Background: an optimization exercise with open tools, aiming at small area and a short achievable clock period. Do not read the settings as production practice.
At most, simulation tests tie the RTL to the original design; equivalence was not proved.

== fjord ==
==> flow/design.v <==
`timescale 1ns/1ps
`default_nettype none
module stream_fifo_top (
	input wire logic okClk,
	input wire logic arst_n,
	input wire logic sample_write,
	input wire logic [15:0] sample_in,
	input wire logic host_read,
	output logic [31:0] host_data,
	output logic [31:0] fill_words
);
	logic [1:0] pk_held;    
	logic beat;             
	logic [6:0] count;      
	logic [6:0] count_up;   
	logic [6:0] count_dn;   
	logic fetch_v;          
	logic [1:0] up_held;    
	logic up_empty;         
	logic pending;          
	logic [15:0] wsel_lo;
	logic [15:0] wsel_hi;
	logic [6:0] rw;         
	logic [7:0] sel_lo;     
	logic [7:0] sel_hi;     
	logic [31:0] host_q;
	logic [8:0] fill_q;
	logic [15:0] mem [256];
	logic [63:0] line_q;
	logic [63:0] grp_rd [8];
	logic [63:0] line_rd;
	logic wanted, do_write, do_read, rd_ok;
	logic [8:0] fill_next;
	assign wanted = up_empty && !pending;
	assign do_write = beat;
	assign do_read = wanted && (count != 7'd0);
	assign rd_ok = host_read && !up_empty && !fetch_v;
	assign fill_next = {7'd0, pk_held} + {count, 2'b00} + {6'd0, up_held, 1'b0} + {6'd0, fetch_v, 2'b00};
	always_ff @(posedge okClk or negedge arst_n) begin
		if (!arst_n) begin
			pk_held <= 2'd0;
			beat <= 1'b0;
			count <= 7'd0;
			count_up <= 7'd1;
			count_dn <= 7'h7f;
			fetch_v <= 1'b0;
			up_held <= 2'd0;
			up_empty <= 1'b1;
			pending <= 1'b1;
			wsel_lo <= 16'd1;
			wsel_hi <= 16'd1;
			rw <= 7'd0;
			host_q <= 32'd0;
			fill_q <= 9'd0;
		end else begin
			beat <= sample_write && (pk_held == 2'd3);
			if (sample_write) pk_held <= pk_held + 2'd1;
			case ({do_write, do_read})
				2'b10: begin
					count <= count_up;
					count_up <= count_up + 7'd1;
					count_dn <= count;
				end
				2'b01: begin
					count <= count_dn;
					count_up <= count;
					count_dn <= count_dn - 7'd1;
				end
				default: ;
			endcase
			fetch_v <= do_read;
			pending <= wanted;
			if (fetch_v) begin
				up_held <= 2'd2;
				up_empty <= 1'b0;
			end else if (rd_ok) begin
				up_held <= up_held - 2'd1;
				up_empty <= (up_held == 2'd1);
				host_q <= rw[0] ? line_q[63:32] : line_q[31:0];
				rw <= rw + 7'd1;
			end
			if (sample_write) begin
				wsel_lo <= {wsel_lo[14:0], wsel_lo[15]};
				if (wsel_lo[15]) wsel_hi <= {wsel_hi[14:0], wsel_hi[15]};
			end
			fill_q <= fill_next;
		end
	end
	always_ff @(posedge okClk) begin
		for (int k = 0; k < 256; k++) begin
			if (sample_write && wsel_hi[k / 16] && wsel_lo[k % 16]) mem[k] <= sample_in;
		end
		for (int i = 0; i < 8; i++) begin
			sel_lo[i] <= (rw[3:1] == 3'(i));
			sel_hi[i] <= (rw[6:4] == 3'(i));
		end
		line_q <= line_rd;
	end
	always_comb begin
		for (int g = 0; g < 8; g++) begin
			grp_rd[g] = '0;
			for (int i = 0; i < 8; i++) begin
				grp_rd[g] = grp_rd[g] | ({64{sel_lo[i]}} &
					{mem[{3'(g), 3'(i), 2'd3}], mem[{3'(g), 3'(i), 2'd2}], mem[{3'(g), 3'(i), 2'd1}], mem[{3'(g), 3'(i), 2'd0}]});
			end
		end
		line_rd = '0;
		for (int g = 0; g < 8; g++) begin
			line_rd = line_rd | ({64{sel_hi[g]}} & grp_rd[g]);
		end
	end
	assign host_data = host_q;
	assign fill_words = {23'd0, fill_q};
endmodule
`default_nettype wire
export LEC_CHECK = 0
export CAP_MARGIN = 20
export CORE_MARGIN = 2
export CORE_UTILIZATION = 40
export CTS_CLUSTER_DIAMETER = 100
export CTS_CLUSTER_SIZE = 30
export SETUP_SLACK_MARGIN = 2.0
export SLEW_MARGIN = 20
export SYNTH_MEMORY_MAX_BITS = 8192
create_clock -name core_clock -period 4.5 [get_ports {okClk}]
run.sh (not shown) runs the stock make flow with config.mk's settings and CLKGATE_MAP_FILE= SYNTH_SCRIPT=/design/flow/synth_recipe.tcl, a recipe that flattens the netlist after the stock synthesis.
Here is what was changed in the inputs of garnet compared with fjord.
--- a/flow/design.v
+++ b/flow/design.v
@@ -20,10 +20,12 @@
 	logic pending;          
 	logic [15:0] wsel_lo;
 	logic [15:0] wsel_hi;
 	logic [6:0] rw;         
-	logic [7:0] sel_lo;     
+	logic [7:0] sel_lo_a;
+	logic [7:0] sel_lo_b;
 	logic [7:0] sel_hi;     
+	logic [6:0] rw_nx;
 	logic [31:0] host_q;
 	logic [8:0] fill_q;
 	logic [15:0] mem [256];
 	logic [63:0] line_q;
@@ -34,8 +36,9 @@
 	assign wanted = up_empty && !pending;
 	assign do_write = beat;
 	assign do_read = wanted && (count != 7'd0);
 	assign rd_ok = host_read && !up_empty && !fetch_v;
+	assign rw_nx = rd_ok ? rw + 7'd1 : rw;
 	assign fill_next = {7'd0, pk_held} + {count, 2'b00} + {6'd0, up_held, 1'b0} + {6'd0, fetch_v, 2'b00};
 	always_ff @(posedge okClk or negedge arst_n) begin
 		if (!arst_n) begin
 			pk_held <= 2'd0;
@@ -76,9 +79,9 @@
 			end else if (rd_ok) begin
 				up_held <= up_held - 2'd1;
 				up_empty <= (up_held == 2'd1);
 				host_q <= rw[0] ? line_q[63:32] : line_q[31:0];
-				rw <= rw + 7'd1;
+				rw <= rw_nx;
 			end
 			if (sample_write) begin
 				wsel_lo <= {wsel_lo[14:0], wsel_lo[15]};
 				if (wsel_lo[15]) wsel_hi <= {wsel_hi[14:0], wsel_hi[15]};
@@ -90,18 +93,24 @@
 		for (int k = 0; k < 256; k++) begin
 			if (sample_write && wsel_hi[k / 16] && wsel_lo[k % 16]) mem[k] <= sample_in;
 		end
 		for (int i = 0; i < 8; i++) begin
-			sel_lo[i] <= (rw[3:1] == 3'(i));
+			sel_lo_a[i] <= (rw_nx[3:1] == 3'(i));
+			sel_lo_b[i] <= (rw[3:1] == 3'(i));
+		end
+		for (int i = 0; i < 4; i++) begin
+			sel_hi[i] <= (rw_nx[6:4] == 3'(i));
+		end
+		for (int i = 4; i < 8; i++) begin
 			sel_hi[i] <= (rw[6:4] == 3'(i));
 		end
 		line_q <= line_rd;
 	end
 	always_comb begin
 		for (int g = 0; g < 8; g++) begin
 			grp_rd[g] = '0;
 			for (int i = 0; i < 8; i++) begin
-				grp_rd[g] = grp_rd[g] | ({64{sel_lo[i]}} &
+				grp_rd[g] = grp_rd[g] | ({64{(g < 4) ? sel_lo_a[i] : sel_lo_b[i]}} &
 					{mem[{3'(g), 3'(i), 2'd3}], mem[{3'(g), 3'(i), 2'd2}], mem[{3'(g), 3'(i), 2'd1}], mem[{3'(g), 3'(i), 2'd0}]});
 			end
 		end
 		line_rd = '0;
| first-iteration DRC count | higher: garnet |
Any difference in vias after detailed routing between fjord and garnet is small enough to ignore.
Area of all placed cells without fillers of garnet is on par with fjord.
Compared fjord against garnet; clock transition at the registers of the reported paths within noise.
The post-synthesis register bit count of garnet and that of fjord are within noise of each other.
First-pass GRT wire length ended up about 1.5% lower on garnet than on fjord.
Between fjord and garnet, the difference in flip-flop and latch count is negligible.
The RTL of fjord was laid out without a check of its function.

## separate check: timing with driven ports
No port has a modelled driver above. Below, the same layouts with a new extraction and two added sets of constraints.
Step 1 sets driving cells, clkbuf_16 on the clock port and buf_2 on the other inputs (assumed; they add their load-dependent delay and slew).
Step 2 also shifts input and output timing later by t, the mid clock arrival at the registers, as if the neighbouring blocks saw the same clock.
Three values: ideal, step 1, step 2; two values: the first two.
run | shift t [ns] | setup slack, ns | hold slack, ns | worst setup path at the end | clock arrival spread, ns | cell pins on the clock port's net
fjord | 1.009 | 1.920 / 1.874 / 1.314 | 0.009 / -0.065 / 0.439 | input to register | 0.106 / 0.106 | 1
garnet | 1.014 | 1.886 / 1.780 / 1.269 | 0.054 / -0.014 / 0.464 | input to register | 0.078 / 0.077 | 1
After both steps every run listed still meets setup and hold. For garnet, which loses most, drivers alone change the setup slack by -0.106 ns; drivers and shift together by -0.617 ns.
